From an optimization exercise on the open Yosys and OpenROAD flow, aimed at small area and a short achievable clock period; shortcuts taken in it are not production practice. RTL that was checked went through simulation tests only; none was proved equivalent to the original. Power is estimated from default activity; no workload was simulated.

Design lc3b_alu_pipe, start of the top module:
module lc3b_alu_pipe
(
    input  logic                    clk,
    input  logic                    arst_n,
    input  logic                    instr_valid,
    input  logic [16-1:0]   instr,
    input  logic                    flush,
    output logic                    wb_valid,
    output logic [3-1:0]  wb_dest,
    output logic [16-1:0]   wb_data,
    output logic [2:0]              cc
);
    logic                   d_valid;
    logic [3-1:0] d_dest;
    logic [16-1:0]  d_opa;
    logic [16-1:0]  d_opb;
    logic                   d_mb;
    logic                   d_as;
    logic                   d_sub;
    logic                   d_shr;
    logic [4:0]             d_sh;
    logic [3:0]             d_lsel;
    logic [16-1:0]  alu_out;
    logic [16-1:0]  res_p;
    logic [16-1:0]  res_c;
    logic [16-1:0]  rd_data1;
    logic [16-1:0]  rd_data2;
    decode_stage u_decode
    (
        .clk         (clk),
        .arst_n      (arst_n),
        .instr_valid (instr_valid),
        .instr       (instr),
        .flush       (flush),
        .rd_data1    (rd_data1),
        .rd_data2    (rd_data2),
        .res_p       (res_p),
        .res_c       (res_c),
        .d_valid     (d_valid),
        .d_dest      (d_dest),
        .d_opa       (d_opa),
        .d_opb       (d_opb),
        .d_mb        (d_mb),
        .d_as        (d_as),
        .d_sub       (d_sub),
  ...
Size: ~1500 cells after synthesis, about 210 flip-flops, ~43 I/O pins.
==> flow/config.mk <==
export PLATFORM = sky130hd
export DESIGN_NAME = lc3b_alu_pipe
export DESIGN_NICKNAME = lc3b_alu_pipe
export VERILOG_FILES = /design/flow/design.v
export SDC_FILE = /design/flow/constraint.sdc
export NUM_CORES = 4
export LEC_CHECK = 0
export CAP_MARGIN = 20
export CORE_MARGIN = 2
export CORE_UTILIZATION = 55
export PLACE_DENSITY = 0.68
export SETUP_SLACK_MARGIN = 2.5
export SLEW_MARGIN = 20
==> flow/constraint.sdc <==
create_clock -name core_clock -period 7.0 [get_ports {clk}]
set_input_delay 1.4000 -clock core_clock [delete_from_list [all_inputs] [get_ports {clk}]]
set_output_delay 1.4000 -clock core_clock [all_outputs]
set_load 0.01 [all_outputs]
run.sh (not shown) runs the stock make flow with config.mk's settings and CLKGATE_MAP_FILE= SYNTH_SCRIPT=/design/flow/synth_recipe.tcl, a recipe that flattens the netlist after the stock synthesis.
The first run passed the timing, DRC and antenna checks.
Change:
Settings changed: CTS_CLUSTER_DIAMETER from default to 80, CTS_CLUSTER_SIZE from default to 24, SETUP_SLACK_MARGIN 2.5 to 2.65.
What happened: The changed run passed the timing, DRC and antenna checks; sequential power stays flat; register-to-register slack improves by 0.09 ns; final area is higher by 1.0%; die area is unchanged; via count is higher by 1.1%; core utilization is higher by 0.65 points; total power is lower by 8.7%; worst setup slack improves by 0.085 ns; clock skew stays flat; worst hold slack is about the same; critical path depth does not change.
Change:
Settings changed: CAP_MARGIN 20 to 5, CTS_CLUSTER_DIAMETER 80 to default, CTS_CLUSTER_SIZE 24 to default, SETUP_SLACK_MARGIN 2.65 to 2.5, SLEW_MARGIN 20 to 5.
What happened: The new run ran to the end with no violations. Non-clock buffer count falls by 20. Design area falls by 0.70%. Sequential cell count does not change. Routed wire length falls by about 4%. Global-route usage falls by 0.46 points. Hold slack is worse by 0.0064 ns.

========
Another version of the RTL of lc3b_alu_pipe (not shown whole).
clock: 7.0 ns
lec_check: 0
cap_margin: 20
core_margin: 2
core_utilization: 40
setup_slack_margin: 2.5
slew_margin: 20
tns_end_percent: 10
Then changed:
TNS_END_PERCENT = default   (was 10)
Setup slack improved by 0.027 ns.
Count of clock-buffer cells in the layout is unchanged.
Via count came out higher by 0.96%.
Flip-flop and latch count does not change.
Worst hold slack hardly moves.
Sequential power stays flat.
Area after synthesis is unchanged.
Utilization came out higher by 0.78 points.
Combinational power came out higher by about 3%.
Cell area came out higher by 1.6%.
No functional check of the RTL was part of any run of this note.

========
Setup of run A:
lc3b_alu_pipe with an RTL version that a note above also has.
For scale: ~1500 cells after synthesis, about 210 flip-flops, about 43 I/O pins, ~0.014 mm² of cells after synthesis.
make LEC_CHECK=0 CAP_MARGIN=20 CORE_MARGIN=2 CORE_UTILIZATION=55 CTS_CLUSTER_DIAMETER=80 CTS_CLUSTER_SIZE=24 PLACE_DENSITY=0.68 SETUP_SLACK_MARGIN=2.5 SLEW_MARGIN=20 finish   # period 7.0 ns
Looking at the reports, run A completed the entire flow and the layout it produced met the timing, DRC and antenna checks.
Setup changes, run A to run B
Settings: CTS_BUF_LIST: unset -> sky130_fd_sc_hd__clkbuf_4 sky130_fd_sc_hd__clkbuf_8; CTS_CLUSTER_DIAMETER: 80 -> unset; CTS_CLUSTER_SIZE: 24 -> unset.
--- outcome ---
In summary, run B completed successfully, with a layout that passed the timing, DRC and antenna checks. Per the comparison of run B with run A, sequential cell fraction of total power went down, share of power burned in combinational logic went down, die boundary height did not really move, post-detailed-route wirelength per cell went down. Synthesis-to-finish area growth ends up lower on run A. Summary of run B over run A: worst setup slack went down by 0.0081 ns, buffer and inverter count on the worst path -2, total net switching power went up by about 8%. When run B is set beside run A, its area of all placed cells without fillers turns out to be 280 µm² larger.
Changes in run C relative to run B:
Settings: a deleted CTS_BUF_LIST that had been sky130_fd_sc_hd__clkbuf_4 sky130_fd_sc_hd__clkbuf_8; a change of CORE_UTILIZATION from 55 to 40; a deleted PLACE_DENSITY that had been 0.68.
### Flow results
Diff run B -> run C: vertical extent of the die increased about 17%, fmax essentially unchanged.
The run showing the smaller power attributed to combinational cells is run B.
Delta (run C minus run B): routed length on met2 saw an increase, sequential-cell power consumption saw little to no change, clock-buffer cell count saw a decrease.
Diff run B -> run C | post-layout minimum cycle time | increase of 0.0075 ns
Input-level comparison between run D and run C:
Settings: CORE_UTILIZATION now 55, was 40; SETUP_SLACK_MARGIN now 2.8, was 2.5; PLACE_DENSITY now 0.68, previously not set.
## What came out
- Compared with run C, run D shows a wire length on met2 that is about 1% lower.
- Taking run C as the reference, in run D via count grew by 621; hold slack held steady; die area shrank by about 27%; global-route usage grew by 9.4 points; total routed wirelength grew by 4.0%.
- Compare run D and run C | fraction of area in registers lower: run D
- Of the two values seen for slowest cell on the critical path, sky130_fd_sc_hd__xnor2_1 was produced by run C and sky130_fd_sc_hd__ha_1 by run D.
- Fmax | run D vs run C | run D faster
- NOTE: final design instance area without fill in run D exceeds that of run C
- Compared with run C, run D shows power drawn by the combinational cells that has gone up by a little under 10%.
- Between run C and run D, the flow reports power dissipated by switching net loads increasing by a little under 10%.
[inputs] run E vs run D
Settings: CORE_UTILIZATION changed from 55 to 40; PLACE_DENSITY removed (was 0.68); SETUP_SLACK_MARGIN changed from 2.8 to 3.0.
==> comparison <==
- [run E] area growth from synthesis to layout rose 5.0 points relative to run D
- The core of run E is less densely filled than that of run D.
- Total power delta (run E -> run D): insignificant
- sky130_fd_sc_hd__dfxtp_4 as the library cell contributing the largest single delay on the critical path was reported by run E, and sky130_fd_sc_hd__ha_1 by run D.
- Summary of run E over run D: portion of the layout cell area used by clock cells down 0.22 points, area of all placed cells without fillers up 4.3%, global-route wire length before repair up 3.7 mm.
- The number of multi-input logic gates was comparable across run E and run D.
- Taking run D as the reference, in run E fraction of area in registers shrank by 1.4 points, ratio of final minimum period to clock period now sits lower, routed wire length went up 2.5%.

-- separate check: timing with driven ports --
The results above use ideal ports. As a check the final layouts listed here were re-extracted and re-timed, cells and wires unchanged.
Step 1: set_driving_cell puts a clkbuf_16 on clk and a buf_2 on each other input, an assumption about the parent block.
Step 2 adds t to the input delays and takes it off the output delays; t is the mean of the earliest and latest rising clock arrival at the registers after step 1. Input paths then give back, and output paths get back, about the clock's delay inside the block.
a / b / c = no drivers / after step 1 / after step 2; a / b = the first two.
run | t, ns | slack for setup (ns) | slew at the worst register clock pin (ns)
the first run of note 1 | 0.544 | 2.644 / 2.644 / 2.158 | 0.07 / 0.07
the second run of note 1 | 0.508 | 2.729 / 2.729 / 2.286 | 0.10 / 0.10
the third run of note 1 | 0.534 | 2.555 / 2.555 / 2.248 | 0.07 / 0.07
the first run of note 2 | 0.542 | 2.456 / 2.456 / 2.112 | 0.07 / 0.07
the second run of note 2 | 0.542 | 2.483 / 2.483 / 2.131 | 0.07 / 0.07
run A | 0.512 | 2.636 / 2.636 / 2.211 | 0.10 / 0.10
run B | 0.596 | 2.628 / 2.628 / 2.189 | 0.07 / 0.07
run C | 0.539 | 2.621 / 2.621 / 2.230 | 0.06 / 0.06
run D | 0.550 | 2.641 / 2.641 / 2.314 | 0.07 / 0.07
run E | 0.550 | 2.829 / 2.829 / 2.582 | 0.06 / 0.06
After both steps setup and hold are still met in every run listed. The setup slack of the first run of note 1, which loses most, moves by 0.000 ns with the drivers and by -0.486 ns with both steps.
